From an optimization exercise on the open Yosys and OpenROAD flow, aimed at small area and a short achievable clock period; shortcuts taken in it are not production practice. In this exercise RTL edits were held to simulation tests only and were not proved equivalent to the original. Power and IR drop assume default switching activity.

==> module dac_engine_regs, before the edit <==
module dac_engine_regs (
    input  wire                                    adc_clk,
    input  wire                                    reset,
    input  wire  [dac_engine_pkg::REG_ADDR_W-1:0]  awaddr,
    input  wire                                    awvalid,
    output logic                                   awready,
    input  wire  [31:0]                            wdata,
    input  wire                                    wvalid,
    output logic                                   wready,
    output logic                                   bvalid,
    output logic [1:0]                             bresp,
    input  wire                                    bready,
    input  wire  [dac_engine_pkg::REG_ADDR_W-1:0]  araddr,
    input  wire                                    arvalid,
    output logic                                   arready,
    output logic [31:0]                            rdata,
    output logic                                   rvalid,
    output logic [1:0]                             rresp,
    input  wire                                    rready,
    output logic [dac_engine_pkg::SEL_W-1:0]       dac_a_select,
    output logic [dac_engine_pkg::SEL_W-1:0]       dac_b_select,
    output logic                                   lut_run_once,
    output logic                                   trig_pulse,
    output logic [dac_engine_pkg::DATA_W-1:0]      lut_wr_data,
    output logic [15:0]                            lut_wr_hi,   
    output logic [15:0]                            lut_wr_lo,   
    output logic [15:0]                            lut_wr_hn,   
    output logic [15:0]                            lut_wr_ln,   
    output logic [dac_engine_pkg::PERIOD_W-1:0]    pulse_low,
    output logic [dac_engine_pkg::PERIOD_W-1:0]    pulse_high,
    output logic [dac_engine_pkg::DATA_W-1:0]      pulse_val,
    output logic                                   low_zero,
    output logic                                   low_one,
    output logic                                   high_zero,
    output logic                                   high_one
);
    logic        wr_accept;   
    logic        rd_accept;   
    logic [31:0] lut_reg;     
    logic [31:0] rd_word;     
    logic aw_int, bv_int;   
    logic ar_int, rv_int;   
    assign wr_accept = aw_int;
    assign rd_accept = ar_int;
    assign wready = awready;   
    assign bresp = 2'b00;   
    assign rresp = 2'b00;
    assign lut_wr_data = lut_reg[DATA_W-1:0];
    always_ff @(posedge adc_clk or posedge reset) begin
        if (reset) begin
            awready <= 1'b0;
            bvalid  <= 1'b0;
            aw_int  <= 1'b0;
            bv_int  <= 1'b0;
        end else begin
            awready <= awvalid && wvalid && !awready && !bvalid;   
            aw_int  <= awvalid && wvalid && !aw_int && !bv_int;
            if (awready) begin
                bvalid <= 1'b1;
            end else if (bready) begin
                bvalid <= 1'b0;   
            end
            if (aw_int) begin
                bv_int <= 1'b1;
            end else if (bready) begin
                bv_int <= 1'b0;
            end
        end
    end
    always_ff @(posedge adc_clk or posedge reset) begin
        if (reset) begin
            dac_a_select <= '0;
            dac_b_select <= '0;
            lut_run_once <= 1'b0;
            trig_pulse   <= 1'b0;
            lut_reg      <= '0;
            pulse_low    <= '0;
            pulse_high   <= '0;
            pulse_val    <= '0;
            low_zero     <= 1'b1;
            low_one      <= 1'b0;
            high_zero    <= 1'b1;
            high_one     <= 1'b0;
        end else begin
            trig_pulse <= 1'b0;   
            if (wr_accept) begin
                case (awaddr)
                    REG_CTRL: begin
                        dac_a_select <= wdata[0 +: SEL_W];
                        dac_b_select <= wdata[4 +: SEL_W];
                        lut_run_once <= wdata[8];
                    end
                    REG_TRIG: trig_pulse <= wdata[0];   
                    REG_LUT:        lut_reg    <= wdata;   
                    REG_PULSE_LOW: begin
                        pulse_low <= wdata;
                        low_zero  <= (wdata == 32'd0);
                        low_one   <= (wdata == 32'd1);
                    end
                    REG_PULSE_HIGH: begin
                        pulse_high <= wdata;
                        high_zero  <= (wdata == 32'd0);
                        high_one   <= (wdata == 32'd1);
                    end
                    REG_PULSE_VAL:  pulse_val  <= wdata[DATA_W-1:0];
                    default: ;   
                endcase
            end
        end
    end
    always_ff @(posedge adc_clk or posedge reset) begin
        if (reset) begin
            lut_wr_hi <= '0;
            lut_wr_hn <= '1;
        end else begin
            for (int j = 0; j < 16; j++) begin
                lut_wr_hi[j] <= wr_accept && (awaddr == REG_LUT) && (wdata[23:20] == 4'(j));
                lut_wr_hn[j] <= !(wr_accept && (awaddr == REG_LUT) && (wdata[23:20] == 4'(j)));
            end
        end
    end
    always_ff @(posedge adc_clk) begin
        for (int k = 0; k < 16; k++) begin
            lut_wr_lo[k] <= (wdata[19:16] == 4'(k));
            lut_wr_ln[k] <= (wdata[19:16] != 4'(k));
        end
    end
    always_comb begin
        case (araddr)
            REG_ID:         rd_word = {FPGA_REV, FPGA_TYPE};
            REG_CTRL:       rd_word = {23'b0, lut_run_once, 2'b0, dac_b_select,
                                       2'b0, dac_a_select};
            REG_LUT:        rd_word = lut_reg;
            REG_PULSE_LOW:  rd_word = pulse_low;
            REG_PULSE_HIGH: rd_word = pulse_high;
            REG_PULSE_VAL:  rd_word = {16'b0, pulse_val};
            default:        rd_word = 32'b0;   
        endcase
    end
    always_ff @(posedge adc_clk or posedge reset) begin
        if (reset) begin
            arready <= 1'b0;
            rvalid  <= 1'b0;
            ar_int  <= 1'b0;
            rv_int  <= 1'b0;
        end else begin
            arready <= arvalid && !arready && !rvalid;
            ar_int  <= arvalid && !ar_int && !rv_int;
            if (arready) begin
                rvalid <= 1'b1;
            end else if (rready) begin
                rvalid <= 1'b0;
            end
            if (ar_int) begin
                rv_int <= 1'b1;
            end else if (rready) begin
                rv_int <= 1'b0;
            end
        end
    end
    always_ff @(posedge adc_clk) begin
        if (rd_accept) begin
            rdata <= rd_word;
        end
    end
endmodule
export LEC_CHECK = 0
export CAP_MARGIN = 20
export CORE_MARGIN = 2
export CORE_UTILIZATION = 60
export CTS_CLUSTER_DIAMETER = 80
export CTS_CLUSTER_SIZE = 25
export SETUP_SLACK_MARGIN = 2.5
export SLEW_MARGIN = 20
export SYNTH_HIERARCHICAL = 1
export SYNTH_MINIMUM_KEEP_SIZE = 0
create_clock -name core_clock -period 5.0 [get_ports {adc_clk}]
run.sh (not shown) runs the stock make flow with config.mk's settings and CLKGATE_MAP_FILE= SYNTH_SCRIPT=/design/flow/synth_recipe.tcl, a recipe that flattens the netlist after the stock synthesis.
==> next run, changes <==
--- a/flow/design.v
+++ b/flow/design.v
@@ -69,10 +69,11 @@
     logic        rd_accept;   
     logic [31:0] lut_reg;     
     logic [31:0] rd_word;     
     logic aw_int, bv_int;   
     logic ar_int, rv_int;   
+    logic ar_hold;          
     assign wr_accept = aw_int;
     assign rd_accept = ar_int;
     assign wready = awready;   
     assign bresp = 2'b00;   
     assign rresp = 2'b00;
@@ -172,13 +173,15 @@
         if (reset) begin
             arready <= 1'b0;
             rvalid  <= 1'b0;
             ar_int  <= 1'b0;
             rv_int  <= 1'b0;
+            ar_hold <= 1'b0;
         end else begin
             arready <= arvalid && !arready && !rvalid;
             ar_int  <= arvalid && !ar_int && !rv_int;
+            ar_hold <= arvalid && !ar_hold && !rv_int;
             if (arready) begin
                 rvalid <= 1'b1;
             end else if (rready) begin
                 rvalid <= 1'b0;
             end
@@ -188,13 +191,11 @@
                 rv_int <= 1'b0;
             end
         end
     end
     always_ff @(posedge adc_clk) begin
-        if (rd_accept) begin
-            rdata <= rd_word;
-        end
+        rdata <= ({32{rd_accept}} & rd_word) | ({32{!ar_hold}} & rdata);
     end
 endmodule
 `default_nettype wire
 `timescale 1ns/100ps
 `default_nettype none
- With this change the flow finished but fails on antenna rules
- die area barely changes
- clock power drops by a few percent
- routed wire length shrinks slightly
- sequential power stays flat
- global-route usage goes down by 0.26 points
- worst setup slack got worse by 120 ps
- hold slack improves by 6.9 ps
- area after synthesis is about the same
- core utilization came out higher by 0.13 points
- power came out lower slightly
- combinational power is lower by a few percent
- register-to-register slack gets worse by 260 ps

re-timing with driven ports:
No port has a modelled driver above. Below, the same layouts with a new extraction and two added sets of constraints. Step 1: set_driving_cell puts a clkbuf_16 on adc_clk and a buf_2 on each other input, an assumption about the parent block. Step 2 moves the port delays by t, midway between the first and last clock arrival at a register: inputs arrive t later, outputs are due t later. That takes back most of the time a late clock gives input paths. Slacks: ideal / step 1 / step 2; pairs: ideal / step 1.
| run | t, ns | slack for setup (ns) | worst setup path at the end | worst register clock-pin slew, ns |
|---|---|---|---|---|
| the first run | 1.069 | 2.209 / 2.104 / 1.608 | input to register | 0.11 / 0.11 |
| the second run | 1.068 | 2.085 / 2.085 / 1.596 | input to register | 0.11 / 0.11 |
For the first run, which loses most, drivers alone change the setup slack by -0.105 ns; drivers and shift together by -0.601 ns.
